This design comes from an exercise in tuning for small area, a short achievable clock period and few clock cycles on the open sky130 flow, not from production work.
In this exercise RTL edits were held to simulation tests only and were not proved equivalent to the original.
Power is estimated from default activity; no workload was simulated.

## flow/config.mk

```make
export PLATFORM = sky130hd
export DESIGN_NAME = key_debounce_repeat_unit
export DESIGN_NICKNAME = key_debounce_repeat_unit
export VERILOG_FILES = /design/flow/design.v
export SDC_FILE = /design/flow/constraint.sdc
export NUM_CORES = 4
export LEC_CHECK = 0
export CAP_MARGIN = 20
export CORE_MARGIN = 2
export CORE_UTILIZATION = 55
export SETUP_SLACK_MARGIN = 2.65
export SLEW_MARGIN = 20
```

## flow/constraint.sdc

```tcl
create_clock -name core_clock -period 5.0 [get_ports {clk}]
set_input_delay 1.0000 -clock core_clock [delete_from_list [all_inputs] [get_ports {clk}]]
set_output_delay 1.0000 -clock core_clock [all_outputs]
set_load 0.01 [all_outputs]
```

## flow/design.v

```verilog
`default_nettype none
package kdr_pkg;
  localparam int DATA_W = 32;
  localparam int PARAM_W = 16;
  localparam int ACT_W = 3;
  localparam int CFG_IDX_W = 3;
  localparam int KEY_COUNT_DEF = 32;
  localparam int TIMER_BITS_DEF = 16;
  localparam logic [ACT_W-1:0] ACT_TICK   = 3'd0;
  localparam logic [ACT_W-1:0] ACT_PRESS  = 3'd1;
  localparam logic [ACT_W-1:0] ACT_REPEAT = 3'd2;
  localparam logic [ACT_W-1:0] ACT_SHORT  = 3'd3;
  localparam logic [ACT_W-1:0] ACT_LONG   = 3'd4;
  localparam logic [ACT_W-1:0] ACT_CHORD  = 3'd5;
  localparam logic [CFG_IDX_W-1:0] REG_ENABLED     = 3'd0;
  localparam logic [CFG_IDX_W-1:0] REG_ACTIVE_HIGH = 3'd1;
  localparam logic [CFG_IDX_W-1:0] REG_REPEAT_KEYS = 3'd2;
  localparam logic [CFG_IDX_W-1:0] REG_FIRST_DELAY = 3'd3;
  localparam logic [CFG_IDX_W-1:0] REG_PERIOD      = 3'd4;
  localparam logic [PARAM_W-1:0] FIRST_DELAY_RST = 16'd50;
  localparam logic [PARAM_W-1:0] PERIOD_RST      = 16'd20;
  typedef struct packed {
    logic [DATA_W-1:0]  enabled_keys;
    logic [DATA_W-1:0]  active_high_keys;
    logic [DATA_W-1:0]  repeat_keys;
    logic [PARAM_W-1:0] repeat_first_delay;
    logic [PARAM_W-1:0] repeat_period;
  } kdr_cfg_t;
  typedef struct packed {
    logic [ACT_W-1:0]  action;
    logic [DATA_W-1:0] pin_levels;
    logic [DATA_W-1:0] query_mask;
  } kdr_item_t;
  typedef struct packed {
    logic [DATA_W-1:0] selected_keys;
    logic [DATA_W-1:0] pending_presses;
    logic [DATA_W-1:0] debounced_keys;
  } kdr_res_t;
endpackage
`default_nettype wire
`default_nettype none
import kdr_pkg::*;
module kdr_cfg_regs (
  input  wire logic  clk,
  input  wire logic  rst_n,
  input  wire logic                 cfg_valid,
  output      logic                 cfg_ready,
  input  wire logic [CFG_IDX_W-1:0] cfg_index,
  input  wire logic [DATA_W-1:0]    cfg_data,
  output kdr_pkg::kdr_cfg_t   cfg,
  output      logic                 fd_one     
);
  logic [DATA_W-1:0]  en_r, ah_r, rk_r;
  logic [PARAM_W-1:0] fd_r, per_r;
  logic               fd_one_r;
  logic [DATA_W-1:0]  wd;
  logic [PARAM_W-1:0] wd_fd, wd_per;
  logic               we_en, we_ah, we_rk, we_fd, we_per;
  assign cfg_ready = 1'b1;
  assign wd     = cfg_data & {DATA_W{rst_n}};
  assign wd_fd  = (cfg_data[PARAM_W-1:0] & {PARAM_W{rst_n}}) | (FIRST_DELAY_RST & {PARAM_W{~rst_n}});
  assign wd_per = (cfg_data[PARAM_W-1:0] & {PARAM_W{rst_n}}) | (PERIOD_RST & {PARAM_W{~rst_n}});
  assign we_en  = ~rst_n | (cfg_valid & (cfg_index == REG_ENABLED));
  assign we_ah  = ~rst_n | (cfg_valid & (cfg_index == REG_ACTIVE_HIGH));
  assign we_rk  = ~rst_n | (cfg_valid & (cfg_index == REG_REPEAT_KEYS));
  assign we_fd  = ~rst_n | (cfg_valid & (cfg_index == REG_FIRST_DELAY));
  assign we_per = ~rst_n | (cfg_valid & (cfg_index == REG_PERIOD));
  always_ff @(posedge clk) begin
    if (we_en)  en_r  <= wd;
    if (we_ah)  ah_r  <= wd;
    if (we_rk)  rk_r  <= wd;
    if (we_fd)  fd_r  <= wd_fd;
    if (we_fd)  fd_one_r <= (wd_fd == PARAM_W'(1));
    if (we_per) per_r <= wd_per;
  end
  assign fd_one                 = fd_one_r;
  assign cfg.enabled_keys       = en_r;
  assign cfg.active_high_keys   = ah_r;
  assign cfg.repeat_keys        = rk_r;
  assign cfg.repeat_first_delay = fd_r;
  assign cfg.repeat_period      = per_r;
endmodule
`default_nettype wire
`default_nettype none
import kdr_pkg::*;
module kdr_state (
  input  wire logic                 clk,
  input  wire logic                 rst_n,
  input  wire logic                 acc,
  input  wire logic [ACT_W-1:0]     action,
  input  wire logic [DATA_W-1:0]    pins,
  input  wire logic [DATA_W-1:0]    q,
  input  wire kdr_pkg::kdr_cfg_t    cfg,
  input  wire logic                 fd_one,    
  output      logic [DATA_W-1:0]    sel_o,
  output      logic [DATA_W-1:0]    press_o,
  output      logic [DATA_W-1:0]    stable_o
);
  logic [DATA_W-1:0]  press_r, stable_r, rep_r, cnt_a_r, cnt_b_r, sel_r;
  logic [PARAM_W-1:0] tmr_r;
  logic               tpend_r;
  logic [DATA_W-1:0] en, ah, rk;
  assign en = cfg.enabled_keys;
  assign ah = cfg.active_high_keys;
  assign rk = cfg.repeat_keys;
  logic                any_rk;
  logic                rep_fire;
  logic [PARAM_W-1:0]  tmr_any, tmr_none;
  assign any_rk   = |(stable_r & rk);
  assign tmr_any  = (tmr_r == PARAM_W'(1)) ? cfg.repeat_period : tmr_r - 1'b1;
  assign tmr_none = fd_one ? cfg.repeat_period
                                                            : cfg.repeat_first_delay - 1'b1;
  assign rep_fire = tpend_r && (tmr_r == PARAM_W'(1));
  logic d_tick, d_press, d_rep, d_short, d_long, d_chord, chord_ok;
  assign d_tick  = (action == ACT_TICK);
  assign d_press = (action == ACT_PRESS);
  assign d_rep   = (action == ACT_REPEAT);
  assign d_short = (action == ACT_SHORT);
  assign d_long  = (action == ACT_LONG);
  assign d_chord = (action == ACT_CHORD);
  assign chord_ok = &(press_r | ~q);
  logic t_run;       
  logic t_hold;      
  logic s_all;       
  logic c_rep;       
  assign t_run   = acc & d_tick & rst_n;
  assign t_hold  = ~(acc & d_tick) & rst_n;
  assign s_all   = d_press | (d_chord & chord_ok);
  assign c_rep   = acc & (d_rep | d_long);
  logic [DATA_W-1:0] lvl, dis, tg, reff, psel, sel;
  assign lvl  = ~(pins ^ ah);                             
  assign dis  = {DATA_W{t_run}} & en & (stable_r ^ lvl);   
  assign tg   = dis & cnt_b_r & ~cnt_a_r;                 
  assign reff = rep_r | ({DATA_W{rep_fire}} & stable_r & rk);
  assign psel = q & press_r & ({DATA_W{s_all}} | ({DATA_W{d_short}} & ~stable_r) |
                               ({DATA_W{d_long}} & reff));
  assign sel  = (q & reff & {DATA_W{d_rep}}) | psel;
  always_ff @(posedge clk) begin
    cnt_a_r  <= (dis & ~cnt_b_r) | ({DATA_W{t_hold}} & cnt_a_r);
    cnt_b_r  <= (dis & cnt_a_r)  | ({DATA_W{t_hold}} & cnt_b_r);
    stable_r <= (stable_r & {DATA_W{rst_n}}) ^ tg;
    press_r  <= (press_r & ~(psel & {DATA_W{acc}}) & {DATA_W{rst_n}}) | (tg & lvl);
    rep_r    <= reff & ~(q & {DATA_W{c_rep}}) & {DATA_W{rst_n}};
  end
  always_ff @(posedge clk) begin
    if (!rst_n) begin
      tmr_r   <= '0;
      tpend_r <= 1'b0;
    end else begin
      tpend_r <= acc && d_tick;
      if (tpend_r) begin
        tmr_r <= any_rk ? tmr_any : tmr_none;
      end
    end
  end
  always_ff @(posedge clk) begin
    if (acc) begin
      sel_r <= sel;
    end
  end
  assign sel_o    = sel_r;
  assign press_o  = press_r;
  assign stable_o = stable_r;
endmodule
`default_nettype wire
`default_nettype none
import kdr_pkg::*;
module key_debounce_repeat_unit #(
  parameter int KEY_COUNT  = KEY_COUNT_DEF,
  parameter int TIMER_BITS = TIMER_BITS_DEF
) (
  input wire logic   clk,
  input wire logic   rst_n,
  input  wire logic                 in_valid,
  output      logic                 in_ready,
  input  wire logic [ACT_W-1:0]     in_action,
  input  wire logic [DATA_W-1:0]    in_pin_levels,
  input  wire logic [DATA_W-1:0]    in_query_mask,
  output      logic                 out_valid,
  input  wire logic                 out_ready,
  output      logic [DATA_W-1:0]    out_selected_keys,
  output      logic [DATA_W-1:0]    out_pending_presses,
  output      logic [DATA_W-1:0]    out_debounced_keys,
  input  wire logic                 cfg_valid,
  output      logic                 cfg_ready,
  input  wire logic [CFG_IDX_W-1:0] cfg_index,
  input  wire logic [DATA_W-1:0]    cfg_data
);
  kdr_pkg::kdr_cfg_t cfg;
  logic              fd_one;
  logic              out_v_r;
  logic              acc;
  kdr_cfg_regs u_cfg (
    .clk       (clk),
    .rst_n     (rst_n),
    .cfg_valid (cfg_valid),
    .cfg_ready (cfg_ready),
    .cfg_index (cfg_index),
    .cfg_data  (cfg_data),
    .cfg       (cfg),
    .fd_one    (fd_one)
  );
  assign in_ready = !out_v_r || out_ready;
  assign acc      = in_valid && in_ready;
  kdr_state u_state (
    .clk      (clk),
    .rst_n    (rst_n),
    .acc      (acc),
    .action   (in_action),
    .pins     (in_pin_levels),
    .q        (in_query_mask),
    .cfg      (cfg),
    .fd_one   (fd_one),
    .sel_o    (out_selected_keys),
    .press_o  (out_pending_presses),
    .stable_o (out_debounced_keys)
  );
  always_ff @(posedge clk) begin
    if (!rst_n) begin
      out_v_r <= 1'b0;
    end else if (in_ready) begin
      out_v_r <= in_valid;
    end
  end
  assign out_valid = out_v_r;
endmodule
`default_nettype wire
```

## flow/flow/run.sh

```bash
#!/bin/bash
# The standard layout, with two changes: ports are buffered with plain buf_1
# cells (timing repair may upsize them) instead of the delay cells buffer_ports
# picks by default, and clock tree synthesis uses larger sink clusters and
# inserts no dummy loads.
set -euo pipefail
export BUFFER_PORTS_ARGS="-buffer_cell sky130_fd_sc_hd__buf_1"
export CTS_ARGS="-sink_clustering_enable -repair_clock_nets -dont_use_dummy_load -sink_clustering_size 12 -sink_clustering_max_diameter 50 -buf_list {sky130_fd_sc_hd__clkbuf_8}"
bash standard.sh > standard_flow.log 2>&1
```

## flow/standard.sh

```bash
#!/bin/bash
# synth_recipe.tcl (not shown) runs the flow's synth.tcl, then flattens the netlist and writes it again
# the make line also repeats each setting of config.mk as NAME=value (left out here)
make -C /OpenROAD-flow-scripts/flow DESIGN_CONFIG=/design/flow/config.mk WORK_HOME=/design/flow/orfs CLKGATE_MAP_FILE= SYNTH_SCRIPT=/design/flow/synth_recipe.tcl "${@:-finish}"
```

==> impl_metrics.env, run 1 <==
export IMPL_outcome="timing/DRC/antenna clean"
export IMPL_drv_slew=0
export IMPL_synth_compound_area_frac=0.169
export IMPL_leakagePower_nw=5.90
export IMPL_final_min_clock_period_ns=2.37
export IMPL_clock_path_buffers=3
export IMPL_final_nets=1815
export IMPL_synth_seq_cells=339
export IMPL_area_delta_synth_final_pct=17.0
export IMPL_grt_max_degree=66
export IMPL_drive_gt1_frac=0.136
export IMPL_fmax_mhz=422
export IMPL_core_um2=26900
export IMPL_post_place_ws_ns=1.79
export IMPL_layout_common_cells="nand2_1 (256), buf_1 (185), dfxtp_1 (169)"
export IMPL_finalSetupViolCount=0
export IMPL_antenna_cells=0
export IMPL_drt_pass1_iterations=6
export IMPL_cts_clk_slew_worst_paths_ns=0.08
export IMPL_hold_buffers=0
export IMPL_yosys_area_top_type_share=0.322
export IMPL_syn_cell_area_um2=15000
export IMPL_io_pins=206
export IMPL_synth_top_family_by_area="compound AO/OA/AOI/OAI gates"
export IMPL_critPathLaunchType="input pin"
export IMPL_synth_main_ff_cell="dfxtp_1"
export IMPL_synth_edf_count=161
export IMPL_worstMarginPinSlew_ns=1.11
export IMPL_finalClockSkew_ns=0.0355
export IMPL_maxCapViolations=0
export IMPL_grt_pass1_vias=11600
export IMPL_synthSimpleGateAreaFrac=0.168
export IMPL_vias=12700
export IMPL_avgViaCountPerCell=6.20
export IMPL_fill_cells=2231
export IMPL_grt_overflow=0
export IMPL_initial_core_util=0.559
export IMPL_wl_mm=46.1
export IMPL_dpl_hpwl_mm=29.6
export IMPL_crit_type="in -> reg"
export IMPL_synth_xor_area_share=0.0618
export IMPL_grt_antenna_before_repair=1
export IMPL_drt_iter0_markers=1378
export IMPL_post_route_period_util=0.474
export IMPL_synth_adder_area_share=0.00250
export IMPL_ir_worst_vdd_mv=0.219
export IMPL_synth_top_area_cell="edfxtp_1"
export IMPL_async_reset_ff_frac=0
export IMPL_fin_cells=2044
export IMPL_yosysUniqueCellTypes=57
export IMPL_reg2reg_slack_ns=2.73
export IMPL_setup_slack_ns=2.63
export IMPL_p_per_area_nw_per_um2=296
export IMPL_multiInputGateArea_um2=6560
export IMPL_place_area_um2=16200
export IMPL_grt_pass1_wl_mm=67.1
export IMPL_port_buffers=204
export IMPL_die_area_um2=28600
export IMPL_min_path_type="reg -> reg"
export IMPL_cts_tree="yes"
export IMPL_num_rows=60
export IMPL_critPathRequiredTime_ns=5.36
export IMPL_worstSkewPairLatency_ns=0.55
export IMPL_yosysSeqAreaShare=0.559
export IMPL_finalHoldViolations=0
export IMPL_drcViolationCount=0
export IMPL_gp_congestion=0.842
export IMPL_grt_setup_unrepaired="yes"
export IMPL_synthMuxAreaShare=0.00200
export IMPL_cp_arrival_ns=2.73
export IMPL_clock_sinks=339
export IMPL_syn_avg_cell_area_um2=10.1
export IMPL_h_tree_depth=2
export IMPL_end_kind="register"
export IMPL_ant_nets=0
export IMPL_wire_per_inst_um=22.6
export IMPL_cts_buffers=37
export IMPL_track_usage=0.305
export IMPL_die_y_um=169
export IMPL_clock_root_buffer="clkbuf_8"
export IMPL_relSlewSlack=0.263
export IMPL_syn_nets=1594
export IMPL_synth_warnings=3
export IMPL_power_mw=5.19
export IMPL_cp_max_fo=65
export IMPL_syn_inst=1484
export IMPL_synthTopCellsByArea="edfxtp_1 (32%), dfxtp_1 (24%), nand2_1 (6.5%)"
export IMPL_tns_ns=0
export IMPL_final_area_um2=17600
export IMPL_ff_latch_area_um2=8410
export IMPL_die_width_um=169
export IMPL_dp_cells=1975
export IMPL_final_common_cell="nand2_1"
area by class of cell:
cell class | instances | area share
flip-flops and latches | 339 | 0.479
clock buffers | 37 | 0.0290
inverters | 69 | 0.0149
multi-input cells | 1003 | 0.373
repair buffers | 255 | 0.0798
well taps | 341 | 0.0243
power by group:
part | switching [mW] | leakage, nW | internal, mW
sequential | 0.0809 | 3.02 | 3.03
combinational | 0.327 | 2.61 | 0.183
clock | 0.909 | 0.266 | 0.661
total | 1.32 | 5.90 | 3.88
Yosys cell counts, drive strengths merged (38+ instances only):
master	n
nand2	259
nor2	51
xnor2	62
dfxtp	178
nand2b	38
nand3	47
xor2	44
o22ai	45
clkbuf	51
edfxtp	161
o21ai	117
inv	68
sequential cells by signal, summed over array words and instances, names as in the netlist:
| signal | count |
|---|---|
| u_state.cnt_b_r | 32 |
| u_state.tpend_r | 1 |
| u_cfg.fd_r | 16 |
| u_state.stable_r | 32 |
| u_state.cnt_a_r | 32 |
| u_cfg.fd_one_r | 1 |
| u_cfg.rk_r | 32 |
| u_cfg.per_r | 16 |
| u_state.sel_r | 32 |
| u_cfg.ah_r | 32 |
| u_state.tmr_r | 16 |
| u_cfg.en_r | 32 |
| u_state.press_r | 32 |
| u_state.rep_r | 32 |
| out_v_r | 1 |
path summary, 6_finish.rpt:
check                      from            endpoint  depth (start not counted)
max                       rst_n      u_cfg.fd_one_r                          5
min          u_state.cnt_b_r[5]  u_state.cnt_a_r[5]                          1
max reg2reg       u_cfg.rk_r[4]    u_state.tmr_r[0]                          8
min reg2reg  u_state.cnt_b_r[5]  u_state.cnt_a_r[5]                          1
worst max-delay path, stage by stage:
cell,delay [ns]
clkbuf_4,0.16
buf_4,0.39
and2_1,0.43
or4bb_1,0.55
nor3_1,0.19
routing by layer:
layer / vias to the layer above / wire length (um) / GRT usage / share of wire
li1: 5818 / - / - / -
met2: 666 / 21300 / 0.493 / 0.46
met1: 6080 / 19100 / 0.429 / 0.41
met3: 103 / 4330 / 0.0459 / 0.094
met5: - / 15 / 0 / 0.00033
met4: 2 / 1380 / 0.0910 / 0.030
metrics by stage:
step,util,hold WS [ns]
6_report,0.654,0.450
3_3_place_gp,0.602,0.434
5_1_grt,0.654,0.481
2_1_floorplan,-,0.425
4_1_cts,0.628,0.454
3_5_place_dp,0.603,0.448
what timing repair did:
item                                    in CTS  in global routing
hold endpoints to repair                     0                  0
buffers inserted                             6                 17
endpoints found under the setup margin     172                110
resized for setup                           25                 98
pin swaps                                    6                 23
gates cloned                                 2                  7
kinds of logic (layout without fill, tap and decap cells):
group | after synthesis | in the layout
AOI/OAI and AO/OA | 368 | 369
muxes | 3 | 3
DFF | 339 | 339
xor gates and xnor gates | 106 | 106
adders and majority gates | 3 | 3
and+or+nand+nor | 520 | 521
buffers and inverters | 144 | 361
other | 1 | 1
Testbench counts, summed over its fixed seeds: cycles 24,131.
==> inputs of run 2 (changes only) <==
--- a/flow/config.mk
+++ b/flow/config.mk
@@ -9,4 +9,5 @@
 export CORE_MARGIN = 2
-export CORE_UTILIZATION = 55
+export CORE_UTILIZATION = 45
 export SETUP_SLACK_MARGIN = 2.65
 export SLEW_MARGIN = 20
+export TNS_END_PERCENT = 20
==> run 2 against run 1 <==
Effect of this change:
- still clean
- first-iteration DRC count is 34% lower
- clock power is 5% higher
- cell count is 4.9% higher
- sequential power hardly changed
- critical path depth is 5 higher
- critical endpoint is now u_state.press_r[11]
- largest power group unchanged
- highest routed layer is now met4
==> impl_metrics.env, run 2 <==
export IMPL_cts_clk_slew_worst_paths_ns=0.08
export IMPL_synth_warnings=3
export IMPL_syn_cell_area_um2=15000
export IMPL_p_switching_mw=1.34
export IMPL_holdWs_ns=0.453
export IMPL_clock_path_buffers=3
export IMPL_worstSkewPairLatency_ns=0.56
export IMPL_cts_tree="yes"
export IMPL_utilization=0.545
export IMPL_tns_ns=0
export IMPL_ant_nets=0
export IMPL_critPathRequiredTime_ns=5.46
export IMPL_initial_core_util=0.459
export IMPL_worstMarginPinSlew_ns=0.991
export IMPL_power_frac_clock=0.312
export IMPL_outcome="timing/DRC/antenna clean"
export IMPL_crit_chain="clkbuf_2 > nand2b_1 > o2111ai_2 > nor3_1 > nand4_1 > a21oi_4 > buf_6 > clkbuf_16 > a311oi_2 > o221a_2"
export IMPL_cp_arrival_ns=2.86
export IMPL_ys_top_cells_by_count="nand2_1 (259), dfxtp_1 (178), edfxtp_1 (161)"
export IMPL_ir_worst_vdd_mv=0.157
export IMPL_yosysSeqAreaShare=0.559
export IMPL_h_tree_depth=2
export IMPL_io_pins=206
export IMPL_grt_antenna_before_repair=1
export IMPL_die_y_um=187
export IMPL_clock_sinks=339
export IMPL_synth_edf_count=161
export IMPL_syn_avg_cell_area_um2=10.1
export IMPL_area_delta_synth_final_pct=18.8
export IMPL_hold_buffers=0
export IMPL_r2r_start="u_cfg.fd_r[1]"
export IMPL_maxCapViolations=0
export IMPL_leakagePower_nw=5.94
export IMPL_grt_pass1_vias=12100
export IMPL_reg2reg_slack_ns=2.62
export IMPL_avgViaCountPerCell=5.80
export IMPL_final_common_cell="nand2_1"
export IMPL_dpl_hpwl_mm=31.1
export IMPL_power_mw=5.27
export IMPL_p_per_area_nw_per_um2=296
export IMPL_final_nets=1814
export IMPL_cp_max_fo=5
export IMPL_synth_seq_cells=339
export IMPL_core_um2=32700
export IMPL_relSlewSlack=0.339
export IMPL_die_area_um2=34800
export IMPL_hp_start="u_state.cnt_b_r[8]"
export IMPL_p_seq_frac=0.591
export IMPL_syn_nets=1594
export IMPL_wire_per_inst_um=22.0
export IMPL_grt_pass1_wl_mm=70.4
export IMPL_num_rows=66
export IMPL_fill_cells=2953
export IMPL_post_route_period_util=0.481
export IMPL_grt_max_degree=57
export IMPL_slowest_stage="a21oi_4"
export IMPL_critPathLaunchType="input pin"
export IMPL_finalHoldViolations=0
export IMPL_grt_overflow=0
export IMPL_clock_root_buffer="clkbuf_8"
export IMPL_drv_slew=0
export IMPL_end_kind="register"
export IMPL_gp_congestion=0.822
export IMPL_drive_gt1_frac=0.145
export IMPL_cts_buffers=40
export IMPL_wl_mm=47.2
export IMPL_yosysMostFrequentCell="nand2_1"
export IMPL_combPwrFrac=0.097
export IMPL_layout_common_cells="nand2_1 (257), dfxtp_1 (176), buf_1 (175)"
export IMPL_finalClockSkew_ns=0.0339
export IMPL_grt_setup_unrepaired="yes"
export IMPL_final_min_clock_period_ns=2.41
export IMPL_port_buffers=204
export IMPL_die_width_um=187
export IMPL_critPathLaunch="in_query_mask[7]"
export IMPL_min_path_type="reg -> reg"
export IMPL_syn_inst=1484
export IMPL_drcViolationCount=0
export IMPL_track_usage=0.261
export IMPL_slowest_delay_ns=0.36
export IMPL_crit_type="in -> reg"
export IMPL_p_int_mw=3.93
export IMPL_swShare=0.255
export IMPL_drt_pass1_iterations=6
export IMPL_synth_top_area_cell="edfxtp_1"
export IMPL_drt_iter0_markers=915
export IMPL_yosys_area_top_type_share=0.322
export IMPL_yosysUniqueCellTypes=57
export IMPL_fmax_mhz=416
export IMPL_vias=12500
export IMPL_async_reset_ff_frac=0
export IMPL_finalSetupViolCount=0
export IMPL_synth_main_ff_cell="dfxtp_1"
export IMPL_synthTopCellsByArea="edfxtp_1 (32%), dfxtp_1 (24%), nand2_1 (6.5%)"
## run 2: critical path: cells and delay by family
kind | cells | cell delay, ns
buffers and inverters | 3 | 0.46
and+or+nand+nor | 3 | 0.56
AOI/OAI and AO/OA | 4 | 0.83
## run 2: final timing paths
| path | endpoint | cells past startpoint |
|---|---|---|
| min reg2reg | u_state.cnt_a_r[8] | 1 |
| max reg2reg | u_state.tmr_r[12] | 9 |
| min | u_state.cnt_a_r[8] | 1 |
| max | u_state.press_r[11] | 10 |
## run 2: metal layers
layer	track usage	part of all wire	vias up
met5	0	0	-
met4	0.105	0.035	0
met3	0.0476	0.080	98
met2	0.421	0.47	544
met1	0.348	0.42	5991
li1	-	-	5817
## run 2: layout make-up
cell class,instances,area [um^2],share of cell area
sequential,339,8400,0.471
inverter,69,277,0.0155
multi-input combinational,1001,6620,0.371
timing repair buffer,253,1420,0.0799
clock buffer,40,551,0.0309
antenna,1,2.50,0.000140
tap,442,553,0.0310
## run 2: power groups by stage
stage	Combinational [mW]	Sequential [mW]	Clock [mW]
global route	0.552	3.13	1.79
CTS	0.473	3.11	1.68
detailed placement	0.447	3.17	0
finish	0.510	3.12	1.65
global placement	0.443	3.17	0
floorplan	0.270	3.15	0
## run 2: stage by stage
| stage | worst slack [ns] | cell area, um^2 | instances |
|---|---|---|---|
| after floorplan | 2.51 | 15100 | 1484 |
| after global placement | 1.55 | 16300 | 2077 |
| after detailed placement | 1.47 | 16300 | 2077 |
| after CTS | 2.56 | 17200 | 2127 |
| after global routing | 2.52 | 17800 | 2145 |
| final | 2.59 | 17800 | 2145 |
## run 2: logic make-up (layout without fill, tap and decap cells)
logic type      count (synthesis)  count (layout)  share of synthesized area
compound gates                368             368                      0.169
xor+xnor                      106             106                     0.0618
fa+ha+maj                       3               3                    0.00250
buf+inv                       144             362                     0.0378
flops                         339             339                      0.559
mux                             3               3                    0.00200
other cells                     1               2                   0.000250
simple gates                  520             520                      0.168
## run 2: timing repair
action                                  in CTS  in global routing
setup buffers                                8                 13
cloned                                       2                  4
pin swaps                                    7                 28
endpoints found under the setup margin     214                170
resized for setup                           52                120
==> inputs of run 3 (changes only) <==
--- a/flow/flow/run.sh
+++ b/flow/flow/run.sh
@@ -8,2 +8,3 @@
 export CTS_ARGS="-sink_clustering_enable -repair_clock_nets -dont_use_dummy_load -sink_clustering_size 12 -sink_clustering_max_diameter 50 -buf_list {sky130_fd_sc_hd__clkbuf_8}"
+export RECOVER_POWER=100
 bash standard.sh > standard_flow.log 2>&1
--- a/flow/config.mk
+++ b/flow/config.mk
@@ -12,2 +12 @@
 export SLEW_MARGIN = 20
-export TNS_END_PERCENT = 20
==> run 3 against run 2 <==
Effect of this change:
- now fails the layout checks on capacitance limit, slew limit
- first-iteration DRC count rose by 44%
- cell count is essentially flat
- synthesized cell count stayed put
- clock power about the same
- combinational power shrank 6.1%
- maximum frequency decreased by 32%
- sequential share of layout area rose by 1.2 points
- via count rose by 0.44%
- global-route usage shrank 0.21 points
- critical path depth shrank 2
- core utilization fell by 1.4 points
- sequential power barely moved
- critical endpoint is now u_state.press_r[5]
==> impl_metrics.env, run 3 <==
export IMPL_vias=12500
export IMPL_dpl_hpwl_mm=31.3
export IMPL_finalClockSkew_ns=0.0466
export IMPL_synth_top_area_cell="edfxtp_1"
export IMPL_grt_pass1_wl_mm=69.8
export IMPL_die_y_um=187
export IMPL_layout_common_cells="nand2_1 (257), buf_1 (188), dfxtp_1 (175)"
export IMPL_drt_iter0_markers=1314
export IMPL_synth_seq_cells=339
export IMPL_fin_cells=2147
export IMPL_tns_ns=0
export IMPL_avgViaCountPerCell=5.82
export IMPL_dp_cells=2078
export IMPL_syn_cell_area_um2=15000
export IMPL_final_area_um2=17400
export IMPL_slowest_stage="clkbuf_1"
export IMPL_finalSetupViolCount=0
export IMPL_rr_endpoint="u_state.press_r[5]"
export IMPL_cp_arrival_ns=3.97
export IMPL_leakagePower_nw=5.77
export IMPL_grt_antenna_before_repair=4
export IMPL_async_reset_ff_frac=0
export IMPL_finalHoldViolations=0
export IMPL_drive_gt1_frac=0.104
export IMPL_cp_common_cell="clkbuf_1"
export IMPL_synth_main_ff_cell="dfxtp_1"
export IMPL_critPathLaunchType="input pin"
export IMPL_die_width_um=187
export IMPL_num_rows=66
export IMPL_final_common_cell="nand2_1"
export IMPL_crit_chain="buf_1 > nand2b_1 > clkbuf_1 > and2_2 > clkbuf_1 > buf_6 > nand2_1 > o221a_2"
export IMPL_min_path_type="reg -> reg"
export IMPL_synth_edf_count=161
export IMPL_yosysUniqueCellTypes=57
export IMPL_reg2reg_slack_ns=1.67
export IMPL_grt_overflow=0
export IMPL_yosysMostFrequentCell="nand2_1"
export IMPL_multiInputGateArea_um2=6400
export IMPL_crit_type="in -> reg"
export IMPL_maxCapViolations=3
export IMPL_holdPathEnd="u_state.cnt_a_r[1]"
export IMPL_end_kind="register"
export IMPL_yosysSeqAreaShare=0.559
export IMPL_drcViolationCount=0
export IMPL_hold_depth=1
export IMPL_core_um2=32700
export IMPL_final_nets=1815
export IMPL_hp_start="u_state.cnt_b_r[1]"
export IMPL_clock_root_buffer="clkbuf_8"
export IMPL_cts_buffers=40
export IMPL_worst_r2r_path_depth=7
export IMPL_relSlewSlack=-0.421
export IMPL_ir_worst_vdd_mv=0.180
export IMPL_wl_mm=47.5
export IMPL_grt_setup_unrepaired="yes"
export IMPL_critPathRequiredTime_ns=5.42
export IMPL_syn_nets=1594
export IMPL_gp_congestion=0.842
export IMPL_cp_max_fo=35
export IMPL_ff_latch_area_um2=8400
export IMPL_syn_avg_cell_area_um2=10.1
export IMPL_grt_pass1_vias=11700
export IMPL_track_usage=0.259
export IMPL_wire_per_inst_um=22.1
export IMPL_initial_core_util=0.459
export IMPL_r2r_start="out_v_r"
export IMPL_yosys_area_top_type_share=0.322
export IMPL_grt_max_degree=52
export IMPL_p_per_area_nw_per_um2=301
export IMPL_io_pins=206
export IMPL_fill_cells=2978
export IMPL_worstSkewPairLatency_ns=0.57
export IMPL_port_buffers=204
export IMPL_worstMarginPinSlew_ns=2.13
export IMPL_ys_top_cells_by_count="nand2_1 (259), dfxtp_1 (178), edfxtp_1 (161)"
export IMPL_clock_path_buffers=3
export IMPL_place_area_um2=16300
export IMPL_outcome="finished with violations"
export IMPL_synth_warnings=3
export IMPL_synthTopCellsByArea="edfxtp_1 (32%), dfxtp_1 (24%), nand2_1 (6.5%)"
export IMPL_h_tree_depth=2
export IMPL_hold_buffers=0
export IMPL_drt_pass1_iterations=5
export IMPL_so_violations="capacitance limit, slew limit"
export IMPL_final_min_clock_period_ns=3.55
export IMPL_cts_clk_slew_worst_paths_ns=0.07
export IMPL_post_route_period_util=0.710
export IMPL_slowest_delay_ns=1.51
export IMPL_cts_tree="yes"
export IMPL_die_area_um2=34800
export IMPL_fmax_mhz=282
export IMPL_syn_inst=1484
export IMPL_clock_sinks=339
export IMPL_area_delta_synth_final_pct=15.8
export IMPL_drv_slew=88
export IMPL_ant_nets=0
run 3: cell count changes in the layout (fill, tap and decap cells not counted), moves of 5 or more:
cell,delta
inv_1,+9
and2_0,+31
buf_1,+13
buf_6,-11
a22oi_1,+5
buf_2,-8
and2_1,-32
o22ai_1,+5
clkbuf_1,+15
a22oi_2,-5
a311oi_2,-13
a311oi_1,+15
run 3: layout make-up:
type	count	area share
timing repair buffer	252	0.0697
tap	442	0.0318
sequential	339	0.483
inverter	69	0.0149
multi-input combinational	1003	0.368
antenna	2	0.000288
clock buffer	40	0.0317
run 3: worst max path at each step:
stage                           startpoint                   to  cells past startpoint
after global routing             out_ready   u_state.press_r[5]                      8
after CTS                     in_action[0]  u_state.press_r[24]                     10
after global placement    in_query_mask[3]   u_state.press_r[5]                      9
after detailed placement  in_query_mask[3]  u_state.press_r[10]                      9
after floorplan               cfg_index[1]        u_cfg.en_r[0]                      2
final                            out_ready   u_state.press_r[5]                      8
run 3: cell families after synthesis:
kind of cell             after synthesis  share of synthesized area
AO/OA/AOI/OAI                        368                      0.169
XOR/XNOR                             106                     0.0618
adder cells (fa/ha/maj)                3                    0.00250
buffers and inverters                144                     0.0378
flip-flops                           339                      0.559
multiplexers                           3                    0.00200
other                                  1                   0.000250
AND/OR/NAND/NOR                      520                      0.168
run 3: where the power goes:
group / internal, mW / switching, mW / total (mW)
combinational: 0.161 / 0.318 / 0.479
clock: 0.712 / 0.923 / 1.63
sequential: 3.03 / 0.0821 / 3.12
total: 3.91 / 1.32 / 5.23
run 3: metal layers:
layer  GRT usage  part of all wire  up-vias
li1            -                 -     5815
met1       0.356              0.42     6021
met2       0.410              0.45      566
met3      0.0429             0.087      101
met4      0.0986             0.035        2
met5           0           0.00027        -
run 3: per-stage QoR:
step / setup WS [ns] / hold slack (ns) / total power [mW] / util
after floorplan: 2.51 / 0.425 / 3.42 / -
after global placement: 1.44 / 0.434 / 3.61 / 0.500
after detailed placement: 1.44 / 0.444 / 3.62 / 0.500
after CTS: 2.56 / 0.447 / 5.25 / 0.525
after global routing: 1.35 / 0.483 / 5.43 / 0.531
final: 1.45 / 0.454 / 5.23 / 0.531
run 3: timing repair:
item                                    CTS  global route
gates resized for setup                  33            92
cloned                                    1             6
endpoints found under the setup margin  196           145
setup buffers                            11             9
pin swaps                                 8            22
run 3: critical path: cells and delay by family:
kind            cells  cell delay (ns)
compound gates      1             0.25
buf+inv             4             2.28
simple gates        3             0.41
==> inputs of run 4 (changes only) <==
--- a/flow/flow/run.sh
+++ b/flow/flow/run.sh
@@ -8,3 +8,2 @@
 export CTS_ARGS="-sink_clustering_enable -repair_clock_nets -dont_use_dummy_load -sink_clustering_size 12 -sink_clustering_max_diameter 50 -buf_list {sky130_fd_sc_hd__clkbuf_8}"
-export RECOVER_POWER=100
 bash standard.sh > standard_flow.log 2>&1
==> run 4 against run 3 <==
Effect of this change:
- the run now finishes clean
- critical path depth up 2
- worst hold slack better by 0.0056 ns
- maximum frequency is 51% higher
- clock skew shrank 0.0014 ns
- die area did not move
- sequential share of layout area is 1.0 points lower
==> impl_metrics.env, run 4 <==
export IMPL_outcome="timing/DRC/antenna clean"
export IMPL_finalHoldViolations=0
export IMPL_synth_main_ff_cell="dfxtp_1"
export IMPL_drv_slew=0
export IMPL_grt_pass1_vias=11700
export IMPL_critPathRequiredTime_ns=5.40
export IMPL_worstSkewPairLatency_ns=0.57
export IMPL_synth_adder_area_share=0.00250
export IMPL_rr_endpoint="u_state.sel_r[25]"
export IMPL_syn_inst=1484
export IMPL_synth_seq_cells=339
export IMPL_min_path_type="reg -> reg"
export IMPL_synth_top_family_by_area="compound AO/OA/AOI/OAI gates"
export IMPL_avgViaCountPerCell=5.84
export IMPL_maxCapViolations=0
export IMPL_die_area_um2=34800
export IMPL_yosysMostFrequentCell="nand2_1"
export IMPL_p_per_area_nw_per_um2=296
export IMPL_cts_tree="yes"
export IMPL_p_switching_mw=1.33
export IMPL_cts_buffers=40
export IMPL_io_pins=206
export IMPL_combPwrFrac=0.096
export IMPL_clock_path_buffers=3
export IMPL_clock_root_buffer="clkbuf_8"
export IMPL_worstMarginPinSlew_ns=0.986
export IMPL_wl_mm=47.4
export IMPL_synthTopCellsByArea="edfxtp_1 (32%), dfxtp_1 (24%), nand2_1 (6.5%)"
export IMPL_vias=12500
export IMPL_die_width_um=187
export IMPL_relSlewSlack=0.342
export IMPL_hp_start="u_state.cnt_a_r[17]"
export IMPL_leakagePower_nw=5.93
export IMPL_clock_sinks=339
export IMPL_initial_core_util=0.459
export IMPL_drive_gt1_frac=0.137
export IMPL_end_kind="register"
export IMPL_dpl_hpwl_mm=31.3
export IMPL_final_min_clock_period_ns=2.36
export IMPL_synthSimpleGateAreaFrac=0.168
export IMPL_grt_pass1_wl_mm=69.8
export IMPL_yosysSeqAreaShare=0.559
export IMPL_finalClockSkew_ns=0.0452
export IMPL_area_delta_synth_final_pct=18.5
export IMPL_tns_ns=0
export IMPL_post_route_period_util=0.471
export IMPL_reg2reg_slack_ns=2.77
export IMPL_ys_top_cells_by_count="nand2_1 (259), dfxtp_1 (178), edfxtp_1 (161)"
export IMPL_cp_arrival_ns=2.75
export IMPL_grt_overflow=0
export IMPL_async_reset_ff_frac=0
export IMPL_drt_iter0_markers=1285
export IMPL_grt_antenna_before_repair=3
export IMPL_cts_clk_slew_worst_paths_ns=0.08
export IMPL_swShare=0.253
export IMPL_die_y_um=187
export IMPL_p_int_mw=3.93
export IMPL_setup_slack_ns=2.64
export IMPL_yosysUniqueCellTypes=57
export IMPL_grt_setup_unrepaired="yes"
export IMPL_fill_cells=2921
export IMPL_synth_edf_count=161
export IMPL_ir_worst_vdd_mv=0.180
export IMPL_critPathLaunchType="input pin"
export IMPL_synth_warnings=3
export IMPL_num_rows=66
export IMPL_core_um2=32700
export IMPL_drt_pass1_iterations=5
export IMPL_holdPathEnd="u_state.cnt_a_r[17]"
export IMPL_port_buffers=204
export IMPL_cp_max_fo=7
export IMPL_gp_congestion=0.842
export IMPL_syn_nets=1594
export IMPL_r2r_start="u_state.press_r[30]"
export IMPL_yosys_area_top_type_share=0.322
export IMPL_syn_avg_cell_area_um2=10.1
export IMPL_h_tree_depth=2
export IMPL_final_nets=1815
export IMPL_syn_cell_area_um2=15000
export IMPL_grt_max_degree=52
export IMPL_power_frac_clock=0.311
export IMPL_finalSetupViolCount=0
export IMPL_p_seq_frac=0.593
export IMPL_synth_xor_area_share=0.0618
export IMPL_post_place_ws_ns=1.44
export IMPL_synth_top_area_cell="edfxtp_1"
export IMPL_fmax_mhz=424
export IMPL_layout_common_cells="nand2_1 (257), buf_1 (189), dfxtp_1 (166)"
export IMPL_drcViolationCount=0
export IMPL_synthMuxAreaShare=0.00200
export IMPL_crit_type="in -> reg"
export IMPL_worst_r2r_path_depth=8
export IMPL_ant_nets=0
export IMPL_track_usage=0.259
export IMPL_wire_per_inst_um=22.1
export IMPL_hold_depth=2
export IMPL_final_common_cell="nand2_1"
export IMPL_synth_compound_area_frac=0.169
==> run 4: area by class of cell <==
cell class | count | area [um^2] | share of cell area
Antenna cell | 3 | 7.51 | 0.000422
Clock buffer | 40 | 551 | 0.0309
Inverter | 69 | 259 | 0.0146
Multi-Input combinational cell | 1003 | 6630 | 0.372
Sequential cell | 339 | 8410 | 0.473
Tap cell | 442 | 553 | 0.0311
Timing Repair Buffer | 252 | 1380 | 0.0776
==> run 4: routing by layer <==
layer | wire length, um | track usage | up-vias
met2 | 21700 | 0.410 | 590
met3 | 3890 | 0.0429 | 96
met5 | 13 | 0 | -
met4 | 1540 | 0.0986 | 2
li1 | - | - | 5819
met1 | 20300 | 0.356 | 6040
==> run 4: power groups by stage <==
| stage | logic, mW | registers (mW) | clock network [mW] |
|---|---|---|---|
| floorplan | 0.272 | 3.15 | 0 |
| global placement | 0.444 | 3.17 | 0 |
| detailed placement | 0.450 | 3.17 | 0 |
| CTS | 0.469 | 3.11 | 1.67 |
| global route | 0.546 | 3.13 | 1.78 |
| finish | 0.505 | 3.12 | 1.63 |
==> run 4: cells by family after synthesis <==
group	after synthesis
simple gates	520
flops	339
fa+ha+maj	3
xor+xnor	106
other cells	1
buf+inv	144
compound gates	368
mux	3
==> run 4: what timing repair did <==
action / 4_1_cts / 5_1_grt
hold buffers: 0 / 0
setup buffers: 11 / 9
resized for setup: 33 / 92
cloned: 1 / 6
setup endpoints to repair: 196 / 145
pin swaps: 8 / 22
==> run 4: worst max path at each step <==
stage / from / endpoint / slack [ns] / cells after the start
global route: in_action[0] / u_state.press_r[18] / 2.60 / 10
finish: in_query_mask[4] / u_state.sel_r[25] / 2.64 / 10
detailed placement: in_query_mask[3] / u_state.press_r[10] / 1.44 / 9
global placement: in_query_mask[3] / u_state.press_r[5] / 1.44 / 9
floorplan: cfg_index[1] / u_cfg.en_r[0] / 2.51 / 2
CTS: in_action[0] / u_state.press_r[24] / 2.56 / 10
==> run 4: worst max-delay path, stage by stage <==
cell,delay [ns]
buf_1,0.12
inv_1,0.15
o22ai_2,0.12
nor4_4,0.26
nand4_1,0.23
a21oi_4,0.23
buf_12,0.17
buf_12,0.16
a311oi_2,0.06
o22ai_1,0.23
==> run 4: through the flow <==
stage          hold slack (ns)  cells  power, mW  area [um^2]   util
2_1_floorplan            0.425   1484       3.42        15100      -
3_3_place_gp             0.434   2078       3.61        16300  0.500
3_5_place_dp             0.444   2078       3.62        16300  0.500
4_1_cts                  0.447   2130       5.25        17200  0.525
5_1_grt                  0.483   2147       5.45        17800  0.544
6_report                 0.459   2148       5.26        17800  0.544
==> inputs of run 5 (changes only) <==
--- a/flow/config.mk
+++ b/flow/config.mk
@@ -10,2 +10,3 @@
 export CORE_UTILIZATION = 45
+export PLACE_DENSITY = 0.75
 export SETUP_SLACK_MARGIN = 2.65
==> run 5 against run 4 <==
Effect of this change:
- die area unchanged
- sequential cell count unchanged
- register-to-register slack worse by 0.11 ns
- worst setup slack got worse by 0.022 ns
- count of clock-buffer cells in the layout shrank 3
- maximum frequency is 0.94% lower
- synthesized cell count did not move
- largest power group unchanged
- critical path depth is the same
- wire length decreased by 2.2%
- first-iteration DRC count increased by 17%
- still clean
- via count is 2.9% higher
==> impl_metrics.env, run 5 <==
export IMPL_die_y_um=187
export IMPL_tns_ns=0
export IMPL_grt_pass1_vias=12300
export IMPL_die_area_um2=34800
export IMPL_leakagePower_nw=5.95
export IMPL_io_pins=206
export IMPL_avgViaCountPerCell=5.98
export IMPL_p_per_area_nw_per_um2=292
export IMPL_yosysMostFrequentCell="nand2_1"
export IMPL_synth_top_area_cell="edfxtp_1"
export IMPL_die_width_um=187
export IMPL_drive_gt1_frac=0.141
export IMPL_num_rows=66
export IMPL_drv_slew=0
export IMPL_critPathLaunch="in_query_mask[4]"
export IMPL_reg2reg_slack_ns=2.66
export IMPL_rr_endpoint="u_state.tmr_r[1]"
export IMPL_critPathRequiredTime_ns=5.35
export IMPL_final_min_clock_period_ns=2.38
export IMPL_cts_buffers=37
export IMPL_vias=12900
export IMPL_ir_worst_vdd_mv=0.140
export IMPL_wl_mm=46.4
export IMPL_track_usage=0.252
export IMPL_synthTopCellsByArea="edfxtp_1 (32%), dfxtp_1 (24%), nand2_1 (6.5%)"
export IMPL_cp_arrival_ns=2.73
export IMPL_critPathLaunchType="input pin"
export IMPL_synth_seq_cells=339
export IMPL_drt_pass1_iterations=6
export IMPL_syn_cell_area_um2=15000
export IMPL_end_kind="register"
export IMPL_syn_inst=1484
export IMPL_final_nets=1824
export IMPL_grt_max_degree=70
export IMPL_relSlewSlack=0.306
export IMPL_outcome="timing/DRC/antenna clean"
export IMPL_drt_iter0_markers=1500
export IMPL_power_mw=5.19
export IMPL_hold_depth=1
export IMPL_synth_main_ff_cell="dfxtp_1"
export IMPL_fmax_mhz=420
export IMPL_hold_buffers=0
export IMPL_finalSetupViolCount=0
export IMPL_area_delta_synth_final_pct=18.5
export IMPL_clock_root_buffer="clkbuf_8"
export IMPL_cts_tree="yes"
export IMPL_worstSkewPairLatency_ns=0.56
export IMPL_finalHoldViolations=0
export IMPL_dpl_hpwl_mm=30.6
export IMPL_yosysSeqAreaShare=0.559
export IMPL_ant_nets=0
export IMPL_fill_cells=2847
export IMPL_utilization=0.544
export IMPL_holdPathEnd="u_state.cnt_a_r[6]"
export IMPL_r2r_start="u_cfg.rk_r[5]"
export IMPL_core_um2=32700
export IMPL_cts_clk_slew_worst_paths_ns=0.08
export IMPL_synth_warnings=3
export IMPL_drcViolationCount=0
export IMPL_syn_nets=1594
export IMPL_min_path_type="reg -> reg"
export IMPL_final_common_cell="nand2_1"
export IMPL_hp_start="u_state.cnt_b_r[6]"
export IMPL_syn_avg_cell_area_um2=10.1
export IMPL_grt_pass1_wl_mm=68.9
export IMPL_async_reset_ff_frac=0
export IMPL_clock_sinks=339
export IMPL_gp_congestion=0.906
export IMPL_grt_setup_unrepaired="yes"
export IMPL_maxCapViolations=0
export IMPL_grt_antenna_before_repair=4
export IMPL_port_buffers=204
export IMPL_clock_path_buffers=3
export IMPL_yosys_area_top_type_share=0.322
export IMPL_worst_r2r_path_depth=8
export IMPL_finalClockSkew_ns=0.0795
export IMPL_grt_overflow=0
export IMPL_crit_type="in -> reg"
export IMPL_initial_core_util=0.459
export IMPL_synth_edf_count=161
export IMPL_h_tree_depth=2
export IMPL_wire_per_inst_um=21.5
export IMPL_worstMarginPinSlew_ns=1.04
export IMPL_post_route_period_util=0.476
export IMPL_ys_top_cells_by_count="nand2_1 (259), dfxtp_1 (178), edfxtp_1 (161)"
export IMPL_yosysUniqueCellTypes=57
export IMPL_layout_common_cells="nand2_1 (256), buf_1 (188), dfxtp_1 (169)"
export IMPL_cp_max_fo=5
==> run 5: worst max-delay path by stage <==
stage                                to  cells past startpoint
detailed placement  u_state.press_r[13]                      7
finish                u_state.sel_r[26]                     10
global route         u_state.press_r[5]                     10
global placement    u_state.press_r[24]                      7
floorplan                 u_cfg.en_r[0]                      2
CTS                            in_ready                      3
==> run 5: kinds of logic after synthesis <==
group           Yosys count  share of synthesized area
compound gates          368                      0.169
xor+xnor                106                     0.0618
fa+ha+maj                 3                    0.00250
buf+inv                 144                     0.0378
flops                   339                      0.559
mux                       3                    0.00200
other cells               1                   0.000250
simple gates            520                      0.168
==> run 5: worst max-delay path, cell delays in order <==
cell and delay (ns):
buf_2 0.14, inv_2 0.10, o22ai_2 0.11, nor4_4 0.33
nand4_1 0.21, a21oi_4 0.24, buf_12 0.16, buf_8 0.14
a311oi_2 0.06, o22ai_1 0.22
==> run 5: layout make-up <==
type / instances / area [um^2] / share of cell area
multi-input combinational: 1001 / 6570 / 0.369
tap: 442 / 553 / 0.0311
inverter: 69 / 259 / 0.0146
antenna: 4 / 10.0 / 0.000563
timing repair buffer: 266 / 1480 / 0.0830
sequential: 339 / 8410 / 0.473
clock buffer: 37 / 509 / 0.0286
==> run 5: routing by layer <==
layer	vias to the layer above	wire length [um]	track usage
met4	0	2040	0.119
met2	761	21400	0.401
met5	-	0	0
met3	134	4570	0.0570
li1	5848	-	-
met1	6166	18400	0.326
==> run 5: timing repair <==
item / CTS / global route
setup endpoints to repair: 135 / 128
setup buffers: 15 / 21
resized for setup: 40 / 89
cloned: 0 / 4
hold endpoints to repair: 0 / 0
pin swaps: 11 / 23
==> run 5: report_power, final <==
part           internal (mW)  leakage, nW  total [mW]  switching (mW)
Clock                  0.661        0.266        1.56           0.903
Combinational          0.189         2.67       0.519           0.330
Sequential              3.03         3.02        3.11          0.0774
Total                   3.88         5.95        5.19            1.31
==> run 5: per-stage QoR <==
stage          setup WS [ns]  area (um^2)  hold WS (ns)  std cells
4_1_cts                 2.65        17100         0.429       2129
3_3_place_gp            1.54        16300         0.434       2077
3_5_place_dp            1.50        16300         0.444       2077
6_report                2.62        17800         0.422       2158
5_1_grt                 2.58        17800         0.442       2157
2_1_floorplan           2.51        15100         0.425       1484
==> inputs of run 6 (changes only) <==
--- a/flow/flow/run.sh
+++ b/flow/flow/run.sh
@@ -7,3 +7,3 @@
 export BUFFER_PORTS_ARGS="-buffer_cell sky130_fd_sc_hd__buf_1"
-export CTS_ARGS="-sink_clustering_enable -repair_clock_nets -dont_use_dummy_load -sink_clustering_size 12 -sink_clustering_max_diameter 50 -buf_list {sky130_fd_sc_hd__clkbuf_8}"
+export CTS_ARGS="-sink_clustering_enable -repair_clock_nets -dont_use_dummy_load -sink_clustering_size 16 -sink_clustering_max_diameter 60 -buf_list {sky130_fd_sc_hd__clkbuf_8}"
 bash standard.sh > standard_flow.log 2>&1
--- a/flow/config.mk
+++ b/flow/config.mk
@@ -10,3 +10,2 @@
 export CORE_UTILIZATION = 45
-export PLACE_DENSITY = 0.75
 export SETUP_SLACK_MARGIN = 2.65
==> run 6 against run 5 <==
Effect of this change:
- critical endpoint is now u_state.sel_r[15]
- still clean on timing, DRC and antenna
- combinational power shrank 3%
- cell count shrank 0.60%
- clock skew shrank 0.026 ns
- sequential power is essentially flat
==> impl_metrics.env, run 6 <==
export IMPL_h_tree_depth=1
export IMPL_leakagePower_nw=5.87
export IMPL_hp_start="u_state.cnt_b_r[1]"
export IMPL_grt_setup_unrepaired="yes"
export IMPL_final_nets=1813
export IMPL_syn_cell_area_um2=15000
export IMPL_yosysUniqueCellTypes=57
export IMPL_synth_seq_cells=339
export IMPL_worst_r2r_path_depth=9
export IMPL_outcome="timing/DRC/antenna clean"
export IMPL_avgViaCountPerCell=5.83
export IMPL_p_per_area_nw_per_um2=287
export IMPL_initial_core_util=0.459
export IMPL_grt_pass1_wl_mm=70.4
export IMPL_ys_top_cells_by_count="nand2_1 (259), dfxtp_1 (178), edfxtp_1 (161)"
export IMPL_yosysSeqAreaShare=0.559
export IMPL_area_delta_synth_final_pct=17.5
export IMPL_wire_per_inst_um=22.4
export IMPL_cts_tree="yes"
export IMPL_synth_edf_count=161
export IMPL_relSlewSlack=0.276
export IMPL_core_um2=32700
export IMPL_cts_clk_slew_worst_paths_ns=0.10
export IMPL_place_area_um2=16300
export IMPL_io_pins=206
export IMPL_grt_max_degree=52
export IMPL_cp_max_fo=5
export IMPL_clock_sinks=339
export IMPL_finalSetupViolCount=0
export IMPL_grt_antenna_before_repair=3
export IMPL_dpl_hpwl_mm=31.3
export IMPL_drive_gt1_frac=0.140
export IMPL_syn_inst=1484
export IMPL_finalHoldViolations=0
export IMPL_drt_iter0_markers=1304
export IMPL_track_usage=0.261
export IMPL_worstMarginPinSlew_ns=1.09
export IMPL_synthTopCellsByArea="edfxtp_1 (32%), dfxtp_1 (24%), nand2_1 (6.5%)"
export IMPL_ant_nets=0
export IMPL_ir_worst_vdd_mv=0.225
export IMPL_drcViolationCount=0
export IMPL_vias=12500
export IMPL_synth_main_ff_cell="dfxtp_1"
export IMPL_critPathRequiredTime_ns=5.41
export IMPL_syn_avg_cell_area_um2=10.1
export IMPL_drv_slew=0
export IMPL_wl_mm=48.0
export IMPL_holdPathEnd="u_state.cnt_a_r[1]"
export IMPL_crit_type="in -> reg"
export IMPL_power_mw=5.07
export IMPL_final_common_cell="nand2_1"
export IMPL_die_area_um2=34800
export IMPL_worstSkewPairLatency_ns=0.63
export IMPL_clock_root_buffer="clkbuf_8"
export IMPL_synth_top_area_cell="edfxtp_1"
export IMPL_fmax_mhz=420
export IMPL_drt_pass1_iterations=6
export IMPL_cp_arrival_ns=2.79
export IMPL_layout_common_cells="nand2_1 (257), buf_1 (190), edfxtp_1 (161)"
export IMPL_syn_nets=1594
export IMPL_hold_depth=1
export IMPL_final_min_clock_period_ns=2.38
export IMPL_synth_warnings=3
export IMPL_clock_path_buffers=3
export IMPL_grt_pass1_vias=11600
export IMPL_final_area_um2=17600
export IMPL_reg2reg_slack_ns=2.69
export IMPL_rr_endpoint="u_state.sel_r[15]"
export IMPL_critPathLaunchType="input pin"
export IMPL_end_kind="register"
export IMPL_min_path_type="reg -> reg"
export IMPL_num_rows=66
export IMPL_cts_buffers=31
export IMPL_gp_congestion=0.842
export IMPL_yosysMostFrequentCell="nand2_1"
export IMPL_port_buffers=204
export IMPL_die_y_um=187
export IMPL_grt_overflow=0
export IMPL_r2r_start="u_state.press_r[29]"
export IMPL_die_width_um=187
export IMPL_tns_ns=0
export IMPL_maxCapViolations=0
export IMPL_post_route_period_util=0.476
export IMPL_finalClockSkew_ns=0.0534
export IMPL_yosys_area_top_type_share=0.322
export IMPL_async_reset_ff_frac=0
export IMPL_hold_buffers=0
-- run 6: changes by cell type in the layout (fill, tap and decap cells not counted), sizes merged --
| cell | previous run | this run |
|---|---|---|
| buf | 247 | 244 |
| bufbuf | 0 | 1 |
| clkbuf | 56 | 45 |
| diode | 4 | 2 |
| nand2 | 259 | 260 |
| o21ai | 117 | 118 |
-- run 6: power breakdown --
part	internal, mW	leakage (nW)	switching (mW)
Combinational	0.178	2.61	0.326
Sequential	3.03	3.03	0.0824
Clock	0.548	0.223	0.899
-- run 6: what timing repair did --
item | 4_1_cts | 5_1_grt
hold endpoints to repair | 0 | 0
setup endpoints to repair | 199 | 136
gates cloned | 2 | 6
resized for setup | 56 | 67
pin swaps | 6 | 13
buffers inserted | 12 | 14
-- run 6: per-layer routing --
metal,track usage,up-vias,wire [um]
met3,0.0391,102,3700
met1,0.359,6050,20600
met5,0,-,13
met4,0.0919,2,1550
li1,-,5807,-
met2,0.421,544,22100
-- run 6: cell families (layout without fill, tap and decap cells) --
family / after synthesis / after routing / synth area share
multiplexers: 3 / 3 / 0.00200
AO/OA/AOI/OAI: 368 / 369 / 0.169
flip-flops: 339 / 339 / 0.559
XOR/XNOR: 106 / 106 / 0.0618
other: 1 / 3 / 0.000250
AND/OR/NAND/NOR: 520 / 521 / 0.168
adder cells (fa/ha/maj): 3 / 3 / 0.00250
buffers and inverters: 144 / 359 / 0.0378
-- run 6: stage by stage --
step / instances / hold WS [ns] / util / setup WS, ns
floorplan: 1484 / 0.425 / - / 2.51
global placement: 2078 / 0.434 / 0.500 / 1.44
detailed placement: 2078 / 0.444 / 0.500 / 1.44
CTS: 2123 / 0.457 / 0.524 / 2.58
global route: 2145 / 0.483 / 0.540 / 2.60
finish: 2145 / 0.459 / 0.540 / 2.62
-- run 6: how the worst max path moves through the flow --
stage,start,end,slack [ns],cells after the start
5_1_grt,in_query_mask[9],u_state.sel_r[15],2.60,10
4_1_cts,u_cfg.fd_r[1],u_state.tmr_r[12],2.58,9
3_5_place_dp,in_query_mask[3],u_state.press_r[10],1.44,9
6_report,in_query_mask[3],u_state.sel_r[15],2.62,10
3_3_place_gp,in_query_mask[3],u_state.press_r[5],1.44,9
2_1_floorplan,cfg_index[1],u_cfg.en_r[0],2.51,2
-- run 6: final cells by class --
| class | instances | area, um^2 |
|---|---|---|
| Clock buffer | 31 | 427 |
| Fill cell | 2953 | 15100 |
| Tap cell | 442 | 553 |
| Antenna cell | 2 | 5.00 |
| Multi-Input combinational cell | 1003 | 6490 |
| Timing Repair Buffer | 259 | 1470 |
| Inverter | 69 | 259 |
| Sequential cell | 339 | 8440 |
-- run 6: critical path: stages --
cell,delay [ns]
buf_1,0.14
inv_2,0.11
o22ai_1,0.10
nor4_2,0.39
nand4_1,0.26
a21oi_4,0.21
buf_12,0.16
buf_12,0.13
a311oi_1,0.06
o22ai_1,0.23
==> inputs of run 7 (changes only) <==
--- a/flow/flow/run.sh
+++ b/flow/flow/run.sh
@@ -7,3 +7,3 @@
 export BUFFER_PORTS_ARGS="-buffer_cell sky130_fd_sc_hd__buf_1"
-export CTS_ARGS="-sink_clustering_enable -repair_clock_nets -dont_use_dummy_load -sink_clustering_size 16 -sink_clustering_max_diameter 60 -buf_list {sky130_fd_sc_hd__clkbuf_8}"
+export CTS_ARGS="-sink_clustering_enable -repair_clock_nets -dont_use_dummy_load -sink_clustering_size 8 -sink_clustering_max_diameter 40 -buf_list {sky130_fd_sc_hd__clkbuf_4}"
 bash standard.sh > standard_flow.log 2>&1
==> run 7 against run 6 <==
Effect of this change:
- combinational power decreased by 5.6%
- worst hold slack got worse by 0.026 ns
- synthesized area unchanged
- die area unchanged
- total power decreased by 1.3%
- first-iteration DRC count decreased by 1.2%
- count of clock-buffer cells in the layout increased by 25
- sequential share of layout area increased by 0.77 points
- still clean on timing, DRC and antenna
- sequential cell count unchanged
- global-route usage decreased by 0.098 points
- wire length decreased by 1.8%
==> impl_metrics.env, run 7 <==
export IMPL_min_path_type="reg -> reg"
export IMPL_io_pins=206
export IMPL_synth_top_area_cell="edfxtp_1"
export IMPL_p_per_area_nw_per_um2=283
export IMPL_cts_tree="yes"
export IMPL_hold_buffers=0
export IMPL_place_area_um2=16300
export IMPL_grt_pass1_wl_mm=70.3
export IMPL_num_rows=66
export IMPL_maxCapViolations=0
export IMPL_holdWs_ns=0.433
export IMPL_drt_iter0_markers=1288
export IMPL_grt_antenna_before_repair=4
export IMPL_finalSetupViolCount=0
export IMPL_cts_buffers=56
export IMPL_ys_top_cells_by_count="nand2_1 (259), dfxtp_1 (178), edfxtp_1 (161)"
export IMPL_synth_main_ff_cell="dfxtp_1"
export IMPL_synth_seq_cells=339
export IMPL_synthTopCellsByArea="edfxtp_1 (32%), dfxtp_1 (24%), nand2_1 (6.5%)"
export IMPL_post_route_period_util=0.472
export IMPL_yosys_area_top_type_share=0.322
export IMPL_yosysSeqAreaShare=0.559
export IMPL_grt_pass1_vias=12000
export IMPL_ir_worst_vdd_mv=0.158
export IMPL_clock_root_buffer="clkbuf_4"
export IMPL_synth_warnings=3
export IMPL_die_y_um=187
export IMPL_utilization=0.540
export IMPL_outcome="timing/DRC/antenna clean"
export IMPL_slowest_stage="edfxtp_1"
export IMPL_gp_congestion=0.842
export IMPL_cp_arrival_ns=1.36
export IMPL_ant_nets=0
export IMPL_track_usage=0.260
export IMPL_area_delta_synth_final_pct=17.6
export IMPL_clock_path_buffers=3
export IMPL_worstMarginPinSlew_ns=1.13
export IMPL_wire_per_inst_um=21.7
export IMPL_slowest_delay_ns=0.44
export IMPL_end_kind="primary output"
export IMPL_drv_slew=0
export IMPL_yosysUniqueCellTypes=57
export IMPL_die_width_um=187
export IMPL_fill_cells=2970
export IMPL_syn_avg_cell_area_um2=10.1
export IMPL_final_common_cell="nand2_1"
export IMPL_grt_overflow=0
export IMPL_crit_family="flip-flops"
export IMPL_fmax_mhz=424
export IMPL_yosysMostFrequentCell="nand2_1"
export IMPL_critPathRequiredTime_ns=4.00
export IMPL_crit_chain="clkbuf_2"
export IMPL_wl_mm=47.2
export IMPL_relSlewSlack=0.248
export IMPL_synth_edf_count=161
export IMPL_final_nets=1846
export IMPL_power_mw=5.00
export IMPL_drcViolationCount=0
export IMPL_h_tree_depth=2
export IMPL_layout_common_cells="nand2_1 (257), edfxtp_1 (161), buf_1 (139)"
export IMPL_critPathBufInv=1
export IMPL_crit_type="reg -> out"
export IMPL_core_um2=32700
export IMPL_vias=12700
export IMPL_worstSkewPairLatency_ns=0.76
export IMPL_finalHoldViolations=0
export IMPL_final_area_um2=17700
export IMPL_grt_setup_unrepaired="yes"
export IMPL_finalClockSkew_ns=0.0762
export IMPL_syn_nets=1594
export IMPL_leakagePower_nw=6.14
export IMPL_syn_inst=1484
export IMPL_final_min_clock_period_ns=2.36
export IMPL_cp_max_fo=1
export IMPL_grt_max_degree=52
export IMPL_die_area_um2=34800
export IMPL_clock_sinks=339
export IMPL_dpl_hpwl_mm=31.3
export IMPL_initial_core_util=0.459
export IMPL_avgViaCountPerCell=5.85
export IMPL_async_reset_ff_frac=0
export IMPL_drive_gt1_frac=0.189
export IMPL_cts_clk_slew_worst_paths_ns=0.09
export IMPL_drt_pass1_iterations=5
export IMPL_tns_ns=0
export IMPL_critPathLaunchType="register"
export IMPL_syn_cell_area_um2=15000
export IMPL_port_buffers=204
==> run 7: through the flow <==
stage	setup slack (ns)	std cells
after global placement	1.44	2078
final	2.64	2179
after floorplan	2.51	1484
after global routing	2.57	2179
after detailed placement	1.44	2078
after CTS	2.60	2154
==> run 7: cell families after synthesis <==
family,Yosys count,share of synthesized area
other,1,0.000250
flip-flops,339,0.559
adder cells (fa/ha/maj),3,0.00250
AND/OR/NAND/NOR,520,0.168
multiplexers,3,0.00200
buffers and inverters,144,0.0378
AO/OA/AOI/OAI,368,0.169
XOR/XNOR,106,0.0618
==> run 7: path summary, 6_finish.rpt <==
check                     start                     to  slack [ns]  cells after the start
max           u_state.sel_r[31]  out_selected_keys[31]        2.64                      1
min          u_state.cnt_a_r[9]     u_state.cnt_b_r[9]        0.43                      1
min reg2reg  u_state.cnt_a_r[9]     u_state.cnt_b_r[9]        0.43                      1
max reg2reg    u_state.tmr_r[0]      u_state.rep_r[13]        2.72                      9
==> run 7: power breakdown <==
| part | total, mW | switching [mW] | internal [mW] |
|---|---|---|---|
| logic | 0.476 | 0.314 | 0.162 |
| registers | 3.09 | 0.0820 | 3.01 |
| clock network | 1.43 | 0.921 | 0.510 |
==> run 7: routing by layer <==
metal | GRT usage | wire length (um) | vias to the layer above
li1 | - | - | 5904
met1 | 0.351 | 19900 | 6132
met2 | 0.417 | 21700 | 606
met3 | 0.0450 | 3990 | 105
met4 | 0.103 | 1630 | 2
met5 | 0 | 11 | -
==> run 7: cell type report <==
| type | instances | area (um^2) | area share |
|---|---|---|---|
| Sequential cell | 339 | 8580 | 0.486 |
| Multi-Input combinational cell | 1003 | 6370 | 0.361 |
| Timing Repair Buffer | 267 | 1470 | 0.0831 |
| Tap cell | 442 | 553 | 0.0313 |
| Clock buffer | 56 | 420 | 0.0238 |
| Inverter | 69 | 259 | 0.0147 |
| Antenna cell | 3 | 7.51 | 0.000425 |
==> run 7: timing repair <==
action | 4_1_cts | 5_1_grt
buffers inserted | 20 | 20
resized for setup | 172 | 52
setup endpoints to repair | 182 | 151
pin swaps | 8 | 13
gates cloned | 0 | 2

==> port drivers added, routing unchanged <==
The results above use ideal ports. As a check the final layouts listed here were re-extracted and re-timed, cells and wires unchanged. Step 1: set_driving_cell puts a clkbuf_16 on clk and a buf_2 on each other input, an assumption about the parent block. Step 2 times the ports against the registers' clock, not the clock port: input delays grow and output delays shrink by t, the midpoint of the rising clock arrivals with the driver on. Three values: no drivers, after step 1, after step 2; two values: the first two.
| run | shift t [ns] | slack for setup (ns) | worst hold slack (ns) |
|---|---|---|---|
| run 1 | 0.577 | 2.632 / 2.628 / 2.078 | 0.450 / 0.450 / 0.450 |
| run 2 | 0.593 | 2.593 / 2.572 / 2.018 | 0.453 / 0.453 / 0.453 |
| run 3 | 0.593 | 1.449 / 1.476 / 0.883 | 0.454 / 0.454 / 0.454 |
| run 4 | 0.592 | 2.644 / 2.619 / 2.067 | 0.459 / 0.459 / 0.459 |
| run 5 | 0.569 | 2.622 / 2.630 / 2.061 | 0.422 / 0.422 / 0.422 |
| run 6 | 0.657 | 2.621 / 2.638 / 1.984 | 0.459 / 0.459 / 0.459 |
| run 7 | 0.770 | 2.640 / 2.592 / 1.891 | 0.433 / 0.433 / 0.433 |
For run 7, which loses most, drivers alone change the setup slack by -0.048 ns; drivers and shift together by -0.749 ns.
